Source: an optimization exercise on an open RTL-to-GDS flow (aim: small area and a short achievable clock period). Production flows keep margins and buffers that such runs may drop. At most, simulation tests tie the RTL to the original design; equivalence was not proved. Power figures rest on the tool's default switching activity, not on a simulated workload.

==> flow/design.v (excerpt) <==
module dmem_responder #(
  parameter int WAIT_CYCLES = 1,
  parameter int DEPTH       = dmem_pkg::DMEM_DEPTH
) (
  input  logic        clk,
  input  logic        rst_n,
  input  logic        req,
  input  logic        we,
  input  logic [7:0]  addr,
  input  logic [31:0] wdata,
  input  logic [3:0]  be,
  output logic [31:0] rdata,
  output logic        ack,
  output logic        err
);
Size: about 7200 cells after synthesis, roughly 2300 flip-flops, roughly 82 I/O pins, ~84000 um^2 of cells after synthesis.
clock: 5.0 ns
lec_check: 0
cap_margin: 20
core_margin: 2
core_utilization: 75
cts_cluster_diameter: 40
cts_cluster_size: 16
setup_slack_margin: 2.9
slew_margin: 20
synth_hierarchical: 1
run.sh (not shown) runs the stock make flow with config.mk's settings and CLKGATE_MAP_FILE= SYNTH_SCRIPT=/design/flow/synth_recipe.tcl, a recipe that flattens the netlist after the stock synthesis.
Then changed:
Settings changed: CTS_CLUSTER_DIAMETER 40 to 70, CTS_CLUSTER_SIZE 16 to 24.
=> Worst setup slack gains 0.059 ns. Count of clock-buffer cells in the layout went down by 118. Maximum frequency went up by 2.6%. Synthesized area is unchanged.
Then changed:
==> flow/flow/run.sh (new file) <==
#!/bin/bash
# The standard layout, with one hook after detailed placement (before
# clock tree synthesis) that puts the output registers next to their port
# buffers (flow/outreg.tcl). Synthesis is the standard synthesis.
set -euo pipefail
here=$(pwd)
bash standard.sh synth > synth.log 2>&1
bash standard.sh "POST_DETAIL_PLACE_TCL=$here/flow/outreg.tcl" finish > layout.log 2>&1
==> flow/flow/outreg.tcl (new file) <==
# Post detailed placement, before CTS: put each register that drives an
# output port through its port buffer next to that buffer, give the register
# and the buffer a stronger drive, and legalize. Clock tree synthesis then
# clocks the registers where they now sit, like every other register.
set block [ord::get_db_block]
set moved 0
foreach bterm [$block getBTerms] {
  if {[$bterm getIoType] != "OUTPUT"} { continue }
  set net [$bterm getNet]
  set buf ""
  foreach it [$net getITerms] {
    if {[$it isOutputSignal]} { set buf [$it getInst] }
  }
  if {$buf == ""} { continue }
  set ff ""
  foreach it [$buf getITerms] {
    if {[$it isInputSignal] && [$it getNet] != "NULL"} {
      foreach it2 [[$it getNet] getITerms] {
        if {[$it2 isOutputSignal]} { set ff [$it2 getInst] }
      }
    }
  }
  if {$ff == ""} { continue }
  set m [[$ff getMaster] getName]
  if {![regexp {__df[a-z]+_[0-9]+$} $m]} { continue }
  regsub {_[0-9]+$} $m {_4} m4
  set master4 [[ord::get_db] findMaster $m4]
  if {$master4 != "NULL"} { $ff swapMaster $master4 }
  $buf swapMaster [[ord::get_db] findMaster sky130_fd_sc_hd__buf_4]
  set loc [$buf getLocation]
  $ff setLocation [lindex $loc 0] [lindex $loc 1]
  incr moved
}
puts "outreg: moved $moved output registers next to their port buffers"
detailed_placement
check_placement -verbose
==> flow/standard.sh (new file) <==
#!/bin/bash
# synth_recipe.tcl (not shown) runs the flow's synth.tcl, then flattens the netlist and writes it again
# the make line also repeats each setting of config.mk as NAME=value (left out here)
make -C /OpenROAD-flow-scripts/flow DESIGN_CONFIG=/design/flow/config.mk WORK_HOME=/design/flow/orfs CLKGATE_MAP_FILE= SYNTH_SCRIPT=/design/flow/synth_recipe.tcl "${@:-finish}"
removed: flow/run.sh
After rerunning: The new run passed the timing, DRC and antenna checks. Global-route usage climbs by 0.10 points. Setup slack got worse by 0.072 ns. Area after synthesis does not change. Cell count hardly moves. Maximum frequency shrinks by about 3%. Wire length came out higher by about 0.45%. Clock power hardly moves. Total power stays flat. Sequential power is about the same. Combinational power stays flat.


Setup of run B:
dmem_responder, a different RTL version from the one above (not shown whole).
Size in the first run: about 2300 flip-flops, about 82 I/O pins, about 84000 µm² of cells after synthesis.
Design dmem_responder, start of the top module:
module dmem_responder #(
  parameter int WAIT_CYCLES = 1,
  parameter int DEPTH       = dmem_pkg::DMEM_DEPTH
) (
  input  logic        clk,
  input  logic        rst_n,
  input  logic        req,
  input  logic        we,
  input  logic [7:0]  addr,
  input  logic [31:0] wdata,
  input  logic [3:0]  be,
  output logic [31:0] rdata,
  output logic        ack,
  output logic        err
);
make LEC_CHECK=0 CAP_MARGIN=20 CORE_MARGIN=2 CORE_UTILIZATION=75 CTS_CLUSTER_DIAMETER=70 CTS_CLUSTER_SIZE=24 SETUP_SLACK_MARGIN=2.9 SLEW_MARGIN=20 SYNTH_HIERARCHICAL=1 finish   # period 5.0 ns
Stock flow here: none of the scripts above is used.
Modified inputs, run A compared to run B
- swapping 75 for 65 in CORE_UTILIZATION
- swapping 2.9 for 2.7 in SETUP_SLACK_MARGIN
Notes after the runs:
Clock-cell share of area came out higher on run A than on run B.
Of run B and run A, run A shows the lower worst hold slack, with run B above it.
Run A and run B ended up with roughly the same standard cell area after detailed placement.
Power per cell area grows by a few percent when moving from run B to run A.
STATUS sum of routed wire length over all layers: run A loses against run B
Run B → run A: sequential share of layout area shows a reduction of 0.43 points; relative contribution of combinational cells to total power shows a reduction of 1.0 points.
No run of this note included a check of the RTL's function; only the layout flow was run.


before:
dmem_responder, a different RTL version from the one above (not shown whole).
make LEC_CHECK=0 CAP_MARGIN=20 CORE_MARGIN=2 CORE_UTILIZATION=85 CTS_CLUSTER_DIAMETER=70 CTS_CLUSTER_SIZE=24 SETUP_SLACK_MARGIN=2.9 SLEW_MARGIN=20 SYNTH_HIERARCHICAL=1 finish   # period 5.0 ns
### before -> after
# before
export LEC_CHECK = 0
export CAP_MARGIN = 20
export CORE_MARGIN = 2
export CORE_UTILIZATION = 85
export CTS_CLUSTER_DIAMETER = 70
export CTS_CLUSTER_SIZE = 24
export SETUP_SLACK_MARGIN = 2.9
export SLEW_MARGIN = 20
export SYNTH_HIERARCHICAL = 1
create_clock -name core_clock -period 5.0 [get_ports {clk}]
# after
export LEC_CHECK = 0
export CAP_MARGIN = 20
export CORE_MARGIN = 2
export CORE_UTILIZATION = 75
export CTS_CLUSTER_DIAMETER = 70
export CTS_CLUSTER_SIZE = 24
export SETUP_SLACK_MARGIN = 2.9
export SLEW_MARGIN = 20
export SYNTH_HIERARCHICAL = 1
create_clock -name core_clock -period 5.0 [get_ports {clk}]
Findings:
after gives more placed cell count than before did.
[after] final area rose about 0.4% relative to before
Post-route minimum period (after over before): increase, 0.0048 ns
after reports a higher weighted congestion at the end of routability-driven global placement than before does.
Hold slack (lower): after


== lane 1 ==
dmem_responder with an RTL version that a note above also has.
Size: ~7200 cells after synthesis, about 2300 flip-flops, about 82 I/O pins, roughly 84000 um2 of cells after synthesis.
export LEC_CHECK = 0
export CAP_MARGIN = 20
export CORE_MARGIN = 2
export CORE_UTILIZATION = 75
export CTS_CLUSTER_DIAMETER = 45
export CTS_CLUSTER_SIZE = 30
export SETUP_SLACK_MARGIN = 2.9
export SLEW_MARGIN = 20
export SYNTH_HIERARCHICAL = 1
create_clock -name core_clock -period 5.0 [get_ports {clk}]
> inputs changed (lane 1 -> lane 2)
- a change of CTS_CLUSTER_DIAMETER from 45 to 70
- a change of CTS_CLUSTER_SIZE from 30 to 24
==> flow/flow/run.sh (new file) <==
#!/bin/bash
# The standard layout, with one hook after detailed placement (before
# clock tree synthesis) that puts the output registers next to their port
# buffers (flow/outreg.tcl). Synthesis is the standard synthesis.
set -euo pipefail
here=$(pwd)
bash standard.sh synth > synth.log 2>&1
bash standard.sh "POST_DETAIL_PLACE_TCL=$here/flow/outreg.tcl" finish > layout.log 2>&1
==> flow/flow/outreg.tcl (new file) <==
# Post detailed placement, before CTS: put each register that drives an
# output port through its port buffer next to that buffer, give the buffer a
# stronger drive, and legalize. Clock tree synthesis then
# clocks the registers where they now sit, like every other register.
set block [ord::get_db_block]
set moved 0
foreach bterm [$block getBTerms] {
  if {[$bterm getIoType] != "OUTPUT"} { continue }
  set net [$bterm getNet]
  set buf ""
  foreach it [$net getITerms] {
    if {[$it isOutputSignal]} { set buf [$it getInst] }
  }
  if {$buf == ""} { continue }
  set ff ""
  foreach it [$buf getITerms] {
    if {[$it isInputSignal] && [$it getNet] != "NULL"} {
      foreach it2 [[$it getNet] getITerms] {
        if {[$it2 isOutputSignal]} { set ff [$it2 getInst] }
      }
    }
  }
  if {$ff == ""} { continue }
  set m [[$ff getMaster] getName]
  if {![regexp {__df[a-z]+_[0-9]+$} $m]} { continue }
  $buf swapMaster [[ord::get_db] findMaster sky130_fd_sc_hd__buf_4]
  set loc [$buf getLocation]
  $ff setLocation [lindex $loc 0] [lindex $loc 1]
  incr moved
}
puts "outreg: moved $moved output registers next to their port buffers"
detailed_placement
check_placement -verbose
==> flow/standard.sh (new file) <==
#!/bin/bash
# synth_recipe.tcl (not shown) runs the flow's synth.tcl, then flattens the netlist and writes it again
# the make line also repeats each setting of config.mk as NAME=value (left out here)
make -C /OpenROAD-flow-scripts/flow DESIGN_CONFIG=/design/flow/config.mk WORK_HOME=/design/flow/orfs CLKGATE_MAP_FILE= SYNTH_SCRIPT=/design/flow/synth_recipe.tcl "${@:-finish}"
removed: flow/run.sh
## What came out
For the sequential portion of the cell area, lane 2 came in 1.6 points higher than lane 1 did. Area growth from synthesis to layout, lane 2 and lane 1, lower one = lane 2. Routed wire length went down slightly going from lane 1 to lane 2. Compared with lane 1, lane 2 improves setup slack. Going from lane 1 to lane 2, detail-routed via count per cell now sits higher, final period utilization now sits lower, peak supply drop now sits lower, final-layout clock buffer total now sits lower. Fmax is lower on lane 1. Lane 2 ended up with a lower number of H-tree levels than lane 1 did. Length of the first detailed-routing pass in iterations: lane 2 > lane 1.


Setup of build 9:
dmem_responder, a different RTL version from the one above (not shown whole).
Size: roughly 7100 cells after synthesis, about 82 I/O pins, roughly 83000 um^2 of cells after synthesis.
Design dmem_responder, start of the top module:
module dmem_responder #(
  parameter int WAIT_CYCLES = 1,
  parameter int DEPTH       = dmem_pkg::DMEM_DEPTH
) (
  input  logic        clk,
  input  logic        rst_n,
  input  logic        req,
  input  logic        we,
  input  logic [7:0]  addr,
  input  logic [31:0] wdata,
  input  logic [3:0]  be,
  output logic [31:0] rdata,
  output logic        ack,
  output logic        err
);
Settings: LEC_CHECK=0, CAP_MARGIN=20, CORE_MARGIN=2, CORE_UTILIZATION=55, CTS_CLUSTER_DIAMETER=70, CTS_CLUSTER_SIZE=24, SETUP_SLACK_MARGIN=2.5, SLEW_MARGIN=20, SYNTH_HIERARCHICAL=1; clock period 5.0 ns.
standard.sh (not shown) runs the stock make flow with config.mk's settings and CLKGATE_MAP_FILE= SYNTH_SCRIPT=/design/flow/synth_recipe.tcl, a recipe that flattens the netlist after the stock synthesis.
==> flow/flow/run.sh <==
#!/bin/bash
# Standard ORFS layout, with two changes to how the resizer may work:
# port buffers are plain buffers (not delay cells) and sizing may change a
# cell's footprint. Synthesis is the standard synthesis, unchanged.
set -euo pipefail
bash standard.sh synth > synth.log 2>&1
bash standard.sh MATCH_CELL_FOOTPRINT=0 \
  'BUFFER_PORTS_ARGS=-buffer_cell sky130_fd_sc_hd__buf_4' \
  finish > layout.log 2>&1
[inputs] build 97 vs build 9
Settings: changing SETUP_SLACK_MARGIN from 2.5 to 2.7; changing CORE_UTILIZATION from 55 to 65.
==> flow/run.sh (new file) <==
#!/bin/bash
# synth_recipe.tcl (not shown) runs the flow's synth.tcl, then flattens the netlist and writes it again
# the make line also repeats each setting of config.mk as NAME=value (left out here)
make -C /OpenROAD-flow-scripts/flow DESIGN_CONFIG=/design/flow/config.mk WORK_HOME=/design/flow/orfs CLKGATE_MAP_FILE= SYNTH_SCRIPT=/design/flow/synth_recipe.tcl finish
removed: flow/flow/run.sh
removed: flow/standard.sh
### Flow results
- | area taken by flip-flops and latches | build 9 vs build 97 | ≈ equal |
- | cell area | build 97 vs build 9 | ≈ equal |
- The fraction of the cycle the final worst path needs of build 97 falls short of that of build 9 by 3.8 points.
- Of build 97 and build 9, build 9 shows the lower worst setup slack, with build 97 above it.
- Of build 97 and build 9, the run reporting the higher relative slew slack was build 97.
- Compare build 97 and build 9 | overall power after layout higher: build 9
Modified inputs, build 27 compared to build 97
Settings: changing SETUP_SLACK_MARGIN from 2.7 to 2.5; changing CORE_UTILIZATION from 65 to 55.
Results
Kind of critical path = reg -> out: build 97; kind of critical path = reg -> reg: build 27. Taking build 97 as the reference, in build 27 clock-pin slew on the worst setup and hold paths went down by 20 ps; post-layout instance area held; total of clock buffers placed in the layout now larger; relative area of clock buffers and inverters in the final design climbed 0.25 points. Met3 layer wire length in the routed design in build 27 vs build 97: down 14%. Compared to build 97, build 27 has depth of the worst register-to-register path 2 higher.


dmem_responder, a different RTL version from the one above (not shown whole).
Size: roughly 7,100 cells after synthesis, ~2,200 flip-flops, about 82 I/O pins.
clock: 5.0 ns
lec_check: 0
cap_margin: 20
core_margin: 2
core_utilization: 75
cts_cluster_diameter: 70
cts_cluster_size: 24
setup_slack_margin: 2.9
slew_margin: 20
synth_hierarchical: 1
==> flow/flow/run.sh <==
#!/bin/bash
# The standard layout, with clock tree synthesis clustering the register
# sinks in two levels. Synthesis is the standard synthesis, unchanged.
set -euo pipefail
bash standard.sh synth > synth.log 2>&1
bash standard.sh 'CTS_ARGS=-sink_clustering_enable -repair_clock_nets -sink_clustering_size 24 -sink_clustering_max_diameter 70 -sink_clustering_levels 2' \
  finish > layout.log 2>&1
Then changed:
==> flow/run.sh (new file) <==
#!/bin/bash
# synth_recipe.tcl (not shown) runs the flow's synth.tcl, then flattens the netlist and writes it again
# the make line also repeats each setting of config.mk as NAME=value (left out here)
make -C /OpenROAD-flow-scripts/flow DESIGN_CONFIG=/design/flow/config.mk WORK_HOME=/design/flow/orfs CLKGATE_MAP_FILE= SYNTH_SCRIPT=/design/flow/synth_recipe.tcl finish
CTS_CLUSTER_SIZE = 20   (was 24)
removed: flow/flow/run.sh
removed: flow/standard.sh
What happened: The new run produced a clean layout. Register-to-register slack improves by 50 ps. Cell count hardly moves. Sequential power hardly moves. Non-clock buffer count came out lower by 2. Via count shrinks by 0.65%. Final area rises by 0.41%. Setup slack is worse by 26 ps. Worst hold slack degrades by 49 ps. Clock-buffer cell count grows by 37.
Then changed:
CTS_CLUSTER_SIZE = 24   (was 20)
Worst setup slack improved by 26 ps.
Fmax grows by 1.1%.
Critical path depth stays the same.
Routed wire length grows by 2.2%.
Worst hold slack improved by 49 ps.
Via count grows by 0.65%.
Area after synthesis stays the same.
Die area does not change.
Utilization shrinks by 0.31 points.
Non-clock buffer count grows by 2.
Then changed:
SETUP_SLACK_MARGIN = 2.8   (was 2.9)
After rerunning:
- setup slack is better by 8.7 ps
- design area goes down by 0.48%
- global-route usage barely changes
- wire length goes down by 2.4%
- power is about the same
- synthesized area does not change
- register-to-register slack is worse by 100 ps
- final cell count goes down by 0.31%
- sequential share of layout area goes up by 0.23 points
- non-clock buffer count goes down by 10
- count of clock-buffer cells in the layout is unchanged
Then changed:
CTS_CLUSTER_SIZE = 28   (was 24)
SETUP_SLACK_MARGIN = 2.9   (was 2.8)
Result:
- setup slack gets worse by 45 ps
- power went up by 1.0%
- wire length went up by about 4.5%
- non-clock buffer count went up by 6
- synthesized cell count is unchanged
- die area stays the same
- maximum frequency went down by 1.9%
- design area went up by about 0.75%


dmem_responder, a different RTL version from the one above (not shown whole).
Size: ~2200 flip-flops, roughly 0.081 mm2 of cells after synthesis.
export LEC_CHECK = 0
export CAP_MARGIN = 20
export CORE_MARGIN = 2
export CORE_UTILIZATION = 55
export SETUP_SLACK_MARGIN = 2.5
export SLEW_MARGIN = 20
export SYNTH_HIERARCHICAL = 1
create_clock -name core_clock -period 5.0 [get_ports {clk}]
run.sh (not shown) runs the stock make flow with config.mk's settings and CLKGATE_MAP_FILE= SYNTH_SCRIPT=/design/flow/synth_recipe.tcl, a recipe that flattens the netlist after the stock synthesis.
Stock flow here: none of the scripts above is used.
Change:
CTS_CLUSTER_DIAMETER = 70   (was unset)
CTS_CLUSTER_SIZE = 24   (was unset)
What happened:
- The changed run passed the timing, DRC and antenna checks
- routed wire length went down by 0.69%
- fmax went up by 5.4%
- global-route usage went down by 0.32 points
- sequential share of layout area went up by 1.2 points
- design area went down by 2.5%
- power went down by 9.8%
- register-to-register slack is better by 0.15 ns

-- what the ideal ports hide --
Ports are ideal in the flow. The routed layouts listed here were re-timed in OpenROAD.
Step 1 assumes that a clkbuf_16 drives the clock port and a buf_2 every other input.
Step 2 times the ports against the registers' clock, not the clock port: input delays grow and output delays shrink by t, the midpoint of the rising clock arrivals with the driver on.
Slacks: no drivers / after step 1 / after step 2; pairs: no drivers / after step 1.
run	t (ns)	slack for setup (ns)	worst setup path after step 2	slew at the worst register clock pin (ns)
the first run of note 1	0.901	2.651 / 2.570 / 2.136	input to register	0.07 / 0.07
the second run of note 1	0.829	2.711 / 2.634 / 2.080	input to register	0.10 / 0.10
the third run of note 1	0.819	2.639 / 2.556 / 2.113	input to register	0.10 / 0.10
run B	0.829	2.597 / 2.512 / 2.059	input to register	0.10 / 0.10
run A	0.869	2.564 / 2.478 / 2.118	input to register	0.10 / 0.10
before	0.811	2.635 / 2.553 / 2.078	input to register	0.10 / 0.10
after	0.811	2.630 / 2.548 / 2.050	input to register	0.10 / 0.10
lane 1	0.894	2.657 / 2.572 / 2.135	input to register	0.09 / 0.09
lane 2	0.821	2.715 / 2.637 / 2.144	input to register	0.10 / 0.10
build 9	0.861	2.370 / 2.370 / 2.269	input to register	0.10 / 0.10
build 97	0.875	2.559 / 2.476 / 1.888	input to register	0.10 / 0.10
build 27	0.857	2.497 / 2.475 / 1.815	input to register	0.10 / 0.10
the first run of note 6	0.812	2.715 / 2.635 / 2.217	input to register	0.10 / 0.10
the second run of note 6	0.845	2.689 / 2.608 / 2.230	input to register	0.09 / 0.09
the third run of note 6	0.812	2.715 / 2.635 / 2.217	input to register	0.10 / 0.10
the fourth run of note 6	0.812	2.723 / 2.642 / 2.224	input to register	0.10 / 0.10
the fifth run of note 6	0.830	2.678 / 2.596 / 2.259	input to register	0.11 / 0.11
the first run of note 7	0.927	2.032 / 2.032 / 1.694	input to register	0.07 / 0.07
the second run of note 7	0.890	2.185 / 2.185 / 1.664	input to register	0.10 / 0.10
After both steps setup and hold are still met in every run listed. For build 27, which loses most, drivers alone change the setup slack by -0.022 ns; drivers and shift together by -0.682 ns.
